This is an optimization exercise on Yosys and OpenROAD, whose aim is small area, a short achievable clock period and few clock cycles, not a production implementation.
Where RTL was checked, it was by simulation tests only, not by an equivalence proof against the original.
Power and IR drop assume default switching activity.

run 1:
Design gfMulTop, start of the top module:
module gfMulTop(
    input  logic clk,
    input  logic rst,
    input  logic wbCyc,
    input  logic wbStb,
    input  logic wbWe,
    input  gfMulPkg::wbAdrT wbAdr,
    input  gfMulPkg::wbDataT wbDatW,
    output gfMulPkg::wbDataT wbDatR,
    output logic wbAck,
    output logic irq
);
export LEC_CHECK = 0
export CAP_MARGIN = 20
export CORE_MARGIN = 2
export CORE_UTILIZATION = 40
export CTS_CLUSTER_DIAMETER = 100
export CTS_CLUSTER_SIZE = 26
export SETUP_SLACK_MARGIN = 3.8
export SLEW_MARGIN = 20
export SYNTH_HIERARCHICAL = 1
create_clock -name core_clock -period 6.5 [get_ports {clk}]
standard.sh (not shown) runs the stock make flow with config.mk's settings and CLKGATE_MAP_FILE= SYNTH_SCRIPT=/design/flow/synth_recipe.tcl, a recipe that flattens the netlist after the stock synthesis.
==> flow/flow/run.sh <==
#!/bin/bash
# The standard layout, with plain buffers (instead of the delay cells the
# default picks) on the ports.
set -euo pipefail
export BUFFER_PORTS_ARGS="-buffer_cell sky130_fd_sc_hd__buf_4"
bash standard.sh > standard.log 2>&1
Run 1 went all the way through synthesis, placement and routing and the layout is clean on timing, DRC and antenna.
Testbench counts of run 1, summed over its fixed seeds: cycles 9,408.
#### Input delta (run 2 over run 1)
# run 1
export LEC_CHECK = 0
export CAP_MARGIN = 20
export CORE_MARGIN = 2
export CORE_UTILIZATION = 40
export CTS_CLUSTER_DIAMETER = 100
export CTS_CLUSTER_SIZE = 26
export SETUP_SLACK_MARGIN = 3.8
export SLEW_MARGIN = 20
export SYNTH_HIERARCHICAL = 1
create_clock -name core_clock -period 6.5 [get_ports {clk}]
# run 2
export LEC_CHECK = 0
export CAP_MARGIN = 20
export CORE_MARGIN = 2
export CORE_UTILIZATION = 40
export CTS_CLUSTER_DIAMETER = 100
export CTS_CLUSTER_SIZE = 22
export SETUP_SLACK_MARGIN = 4.1
export SLEW_MARGIN = 20
export SYNTH_HIERARCHICAL = 1
create_clock -name core_clock -period 6.5 [get_ports {clk}]
--- outcome ---
Run 2: PASS, flow complete, no timing, DRC or antenna violations
Going from run 1 to run 2, vias after detailed routing increased 5.3%; non-clock buffer total of the final layout has increased; largest voltage drop on the vdd net increased by 15% relative to the old numbers.
Run 2 vs run 1, sequential share of layout area went down by 4.4 points.
Run 2 vs run 1 on relative contribution of combinational cells to total power: run 2 is the higher one.
Delta(fraction of layout cells with a size suffix above 1, run 2 - run 1) > 0
Run 2 against run 1: portion of total power attributed to the clock network lost 0.6 points; proportion of final cell area spent on non-clock buffers moved up; register-to-register slack increased by 0.10 ns relative to the old numbers; post-synthesis to final-layout area growth saw an increase; power increased 5.9%.
## Diff of input files: run 3 against run 2
# run 2
export LEC_CHECK = 0
export CAP_MARGIN = 20
export CORE_MARGIN = 2
export CORE_UTILIZATION = 40
export CTS_CLUSTER_DIAMETER = 100
export CTS_CLUSTER_SIZE = 22
export SETUP_SLACK_MARGIN = 4.1
export SLEW_MARGIN = 20
export SYNTH_HIERARCHICAL = 1
create_clock -name core_clock -period 6.5 [get_ports {clk}]
# run 3
export LEC_CHECK = 0
export CAP_MARGIN = 20
export CORE_MARGIN = 2
export CORE_UTILIZATION = 50
export CTS_CLUSTER_DIAMETER = 100
export CTS_CLUSTER_SIZE = 22
export SETUP_SLACK_MARGIN = 3.8
export SLEW_MARGIN = 20
export SYNTH_HIERARCHICAL = 1
create_clock -name core_clock -period 6.5 [get_ports {clk}]
Every stage of the flow completed for run 3, and the final layout passed the timing, DRC and antenna checks. Between run 2 and run 3, arrival time at the worst endpoint is higher for run 3, run 2 comes in under that. On register-to-register slack: between run 2 and run 3, it ends up higher for run 2. Where final wirelength is concerned, run 2 is outperformed by run 3. In run 3, number of cell rows is lower than in run 2. Run 3 vs. run 2: final critical-path share of the clock period shows an increase of 1.2 points, wire length of the first global-routing pass shows a reduction of 5.3%, critical path depth shows an increase of 6, fraction of power consumed by combinational cells shows a reduction of 3.2 points. Going from run 2 to run 3, worst-case setup margin in the final layout shrinks by 0.081 ns. When run 3 is measured against run 2, its fraction of standard cell area that is sequential turns out 4.6 points higher.


gfMulTop again, from the RTL that the note above started with.
clock: 6.5 ns
lec_check: 0
cap_margin: 20
core_margin: 2
core_utilization: 40
cts_cluster_diameter: 100
cts_cluster_size: 22
setup_slack_margin: 3.5
slew_margin: 20
synth_hierarchical: 1
Scripts as last shown in full above: flow/flow/run.sh
The starting point passed the timing, DRC and antenna checks.
Testbench counts at the start, summed over its fixed seeds: cycles 9,408.
Rerun with:
Settings changed: SETUP_SLACK_MARGIN 3.5 to 3.8.
After rerunning: Cell area rose by 0.83%; sequential share of layout area fell by 0.33 points; power rose by 0.66%; first-iteration DRC count rose by 15%.


Setup of job 1343:
gfMulTop, a different RTL version from the one above (not shown whole).
Size: about 7,000 cells after synthesis, about 77 I/O pins, roughly 77,000 sq um of cells after synthesis.
clock: 6.5 ns
lec_check: 0
cap_margin: 20
core_margin: 2
core_utilization: 40
cts_cluster_diameter: 100
cts_cluster_size: 22
setup_slack_margin: 3.5
slew_margin: 20
synth_hierarchical: 1
Scripts as last shown in full above: flow/flow/run.sh
Job 1343 finished all stages; the layout is clean.
Modified inputs, job 651 compared to job 1343
- SETUP_SLACK_MARGIN changed from 3.5 to 3.8
- Job 651 reached the end of the flow, and the finished layout is clean on the timing, DRC and antenna checks.
- Delta (job 651 minus job 1343): sequential share of cell area lower, cell-internal power higher.
- Compared to job 1343, job 651 has post-CTS setup repair buffer count about 70% higher.
- Relative to job 1343, part of the power in registers has decreased by 1.6 points in job 651.
No functional check of the RTL was part of any run of this note.

-- port drivers added, routing unchanged --
In the flow no input, the clock included, has a driving cell. The finished layouts below were timed again as built, in two steps.
Step 1 sets driving cells, clkbuf_16 on the clock port and buf_2 on the other inputs (assumed; they add their load-dependent delay and slew).
Step 2 times the ports against the registers' clock, not the clock port: input delays grow and output delays shrink by t, the midpoint of the rising clock arrivals with the driver on.
Three values: no drivers, after step 1, after step 2; two values: the first two.
| run | shift t [ns] | setup WS [ns] | latest minus earliest clock arrival (ns) | pins driven straight from the clock port |
|---|---|---|---|---|
| run 1 | 0.835 | 3.751 / 3.697 / 2.961 | 0.035 / 0.035 | 1 |
| run 2 | 0.865 | 3.801 / 3.698 / 3.018 | 0.036 / 0.037 | 1 |
| run 3 | 0.821 | 3.720 / 3.712 / 2.904 | 0.032 / 0.032 | 1 |
| the first run of note 2 | 0.827 | 3.462 / 3.341 / 2.514 | 0.058 / 0.058 | 1 |
| the second run of note 2 | 0.836 | 3.683 / 3.683 / 2.933 | 0.047 / 0.046 | 1 |
| job 1343 | 0.843 | 3.337 / 3.337 / 2.663 | 0.040 / 0.040 | 1 |
| job 651 | 0.841 | 3.634 / 3.634 / 2.932 | 0.039 / 0.039 | 1 |
After both steps setup and hold are still met in every run listed. The setup slack of the first run of note 2, which loses most, moves by -0.121 ns with the drivers and by -0.948 ns with both steps.
